This is an optimization exercise on Yosys and OpenROAD, whose aim is small area, not a production implementation. The RTL was checked by simulation tests, not by an equivalence proof against the original design. No activity file was given, so power comes from the tool's default toggle rates. The clock port is modelled as an ideal driver; clocking choices that lean on that would not hold on a real chip.

Setup of try-pepper:
Design i281_trace_buffer, start of the top module:
module i281_trace_buffer #(
   parameter int DEPTH     = 64,
   parameter int NUM_REGS  = 4,
   parameter int REG_W     = 8,
   parameter int INSTR_W   = 5,
   parameter int STATE_W   = 5,
   parameter int FLAG_W    = 4,
   parameter int CYC_W     = 16,
   parameter int POST_TRIG = 8
) (
   input  logic                      clock,
   input  logic                      reset_n,
   input  logic                      capture_en,
   input  logic [INSTR_W-1:0]        instr,
   input  logic [STATE_W-1:0]        state,
   input  logic [NUM_REGS*REG_W-1:0] regs,
   input  logic [FLAG_W-1:0]         flags,
   input  logic                      arm,
   input  logic                      trig_en,
   input  logic [INSTR_W-1:0]        trig_instr,
   input  logic [STATE_W-1:0]        trig_state,
   output logic                      busy,
   output logic                      done,
   output logic                      wrapped,
   input  logic                      rd_start,
   input  logic                      rd_ready,
   output logic                      rd_valid,
   output logic [CYC_W+INSTR_W+STATE_W+NUM_REGS*REG_W+FLAG_W-1:0] rd_data,
   output logic                      rd_last
);
   localparam int AW       = $clog2(DEPTH);
   localparam int FW       = AW + 1;
   localparam int PW       = (POST_TRIG > 1) ? $clog2(POST_TRIG) : 1;
   localparam int SNAP_W   = INSTR_W + STATE_W + NUM_REGS*REG_W + FLAG_W;
   localparam int ENTRY_W  = CYC_W + SNAP_W;
   localparam int INS_STEP = 4;                       
   localparam int SW       = $clog2(INS_STEP);
   localparam int NINS     = DEPTH / INS_STEP;        
   localparam int RD_POS   = 1;                       
   typedef enum logic [2:0] {
      ST_IDLE,
      ST_ARMED,
      ST_POST,
      ST_DONE,
      ST_RSETUP,
      ST_READOUT
   } state_e;
   state_e             state_q, state_d;
   logic [FW-1:0]      fill_q, fill_d;        
   logic [PW-1:0]      post_cnt_q, post_cnt_d;
   logic               wrapped_q, wrapped_d;
   logic [CYC_W-1:0]   cyc_q, cyc_d;
   logic [AW-1:0]      ph_q;                  
   logic [AW-1:0]      ptr_q, ptr_d;          
   logic [INS_STEP-1:1] pend_q, pend_d;       
   logic               rd_valid_q, rd_valid_d;
   logic               rd_last_q, rd_last_d;
  ...
==> flow/config.mk <==
export PLATFORM = sky130hd
export DESIGN_NAME = i281_trace_buffer
export DESIGN_NICKNAME = i281_trace_buffer
export VERILOG_FILES = /design/flow/design.v
export SDC_FILE = /design/flow/constraint.sdc
export NUM_CORES = 4
export LEC_CHECK = 0
export CAP_MARGIN = 20
export CORE_MARGIN = 2
export CORE_UTILIZATION = 60
export PLACE_DENSITY = 0.7
export SLEW_MARGIN = 20
==> flow/constraint.sdc <==
create_clock -name core_clock -period 6.0 [get_ports {clock}]
set_input_delay 1.2000 -clock core_clock [delete_from_list [all_inputs] [get_ports {clock}]]
set_output_delay 1.2000 -clock core_clock [all_outputs]
set_load 0.01 [all_outputs]
standard.sh (not shown) runs the stock make flow with config.mk's settings and CLKGATE_MAP_FILE= SYNTH_SCRIPT=/design/flow/synth_recipe.tcl, a recipe that flattens the netlist after the stock synthesis.
==> flow/flow/run.sh <==
#!/bin/bash
set -euo pipefail
CTS_ARGS="-sink_clustering_enable -repair_clock_nets -dont_use_dummy_load -sink_clustering_size 9 -sink_clustering_max_diameter 40 -buf_list sky130_fd_sc_hd__clkbuf_4"
bash standard.sh finish \
  "CTS_ARGS=${CTS_ARGS}" \
  "BUFFER_PORTS_ARGS=-buffer_cell sky130_fd_sc_hd__buf_1" \
  > flow_make.log 2>&1
test -f out/final.def
Looking at the reports, try-pepper completed the entire flow and the layout it produced met the timing, design-rule and antenna checks.
Input changes introduced in try-onyx (baseline for comparison: try-pepper):
==> flow/flow/run.sh <==
#!/bin/bash
set -euo pipefail
CTS_ARGS="-sink_clustering_enable -repair_clock_nets -dont_use_dummy_load -sink_clustering_size 18 -sink_clustering_max_diameter 70 -buf_list sky130_fd_sc_hd__clkbuf_8"
bash standard.sh finish \
  "CTS_ARGS=${CTS_ARGS}" \
  "BUFFER_PORTS_ARGS=-buffer_cell sky130_fd_sc_hd__buf_1" \
  > flow_make.log 2>&1
test -f out/final.def
- Total met3 wirelength after detailed routing was higher in try-pepper than in try-onyx.
- Of try-pepper and try-onyx, the run reporting the lower total wire length was try-onyx.
- Sort try-pepper and try-onyx by via count of the first global-routing pass, descending, and try-pepper comes first.
- try-onyx vs try-pepper — largest voltage drop on the vdd net dropped by a few percent
- Relative to try-pepper, the finished layout cell area measured on try-onyx has decreased slightly.
- Comparing try-onyx against try-pepper, there is no change at all in logic depth of the worst register-to-register path.
- Diff try-pepper -> try-onyx | net count reported at finish | decrease of 4.6%
- try-onyx: number of buffers other than clock buffers in the final layout about 15% below try-pepper
- Clock share of power (higher): try-pepper
- Looking at power across try-pepper and try-onyx, the one that comes out higher is try-pepper.
--- input diff try-onyx..try-delta ---
==> flow/flow/run.sh <==
#!/bin/bash
set -euo pipefail
CTS_ARGS="-sink_clustering_enable -repair_clock_nets -dont_use_dummy_load -sink_clustering_size 30 -sink_clustering_max_diameter 80 -buf_list sky130_fd_sc_hd__clkbuf_16"
bash standard.sh finish \
  "CTS_ARGS=${CTS_ARGS}" \
  "BUFFER_PORTS_ARGS=-buffer_cell sky130_fd_sc_hd__buf_1" \
  > flow_make.log 2>&1
test -f out/final.def
[summary]
- Between try-onyx and try-delta, the fmax does not differ in any meaningful way.
- try-delta vs. try-onyx: share of the cycle needed by the critical path after routing was more or less identical, met1 routing resource usage after global routing up 0.22 points, worst setup slack went up 0.0057 ns, total power higher.
- Power density over the cells: try-delta higher than try-onyx
- Summary: final critical path time including I/O delays and setup, try-delta better than try-onyx

-- static timing again, ports no longer ideal --
Ports are ideal in the flow. The routed layouts listed here were re-timed in OpenROAD.
Step 1: set_driving_cell puts a clkbuf_16 on clock and a buf_2 on each other input, an assumption about the parent block.
Step 2 also shifts input and output timing later by t, the mid clock arrival at the registers, as if the neighbouring blocks saw the same clock.
a / b / c = no drivers / after step 1 / after step 2; a / b = the first two.
| run | t (ns) | slack for setup (ns) | worst setup path after step 2 | worst slew at a driven data input, ns |
|---|---|---|---|---|
| try-pepper | 1.417 | 0.486 / 0.486 / 0.163 | input to register | 0.25 |
| try-onyx | 1.084 | 0.505 / 0.505 / 0.187 | input to register | 0.21 |
| try-delta | 0.880 | 0.511 / 0.511 / 0.196 | input to register | 0.21 |
After both steps setup and hold are still met in every run listed. For try-pepper, which loses most, drivers alone change the setup slack by 0.000 ns; drivers and shift together by -0.323 ns.
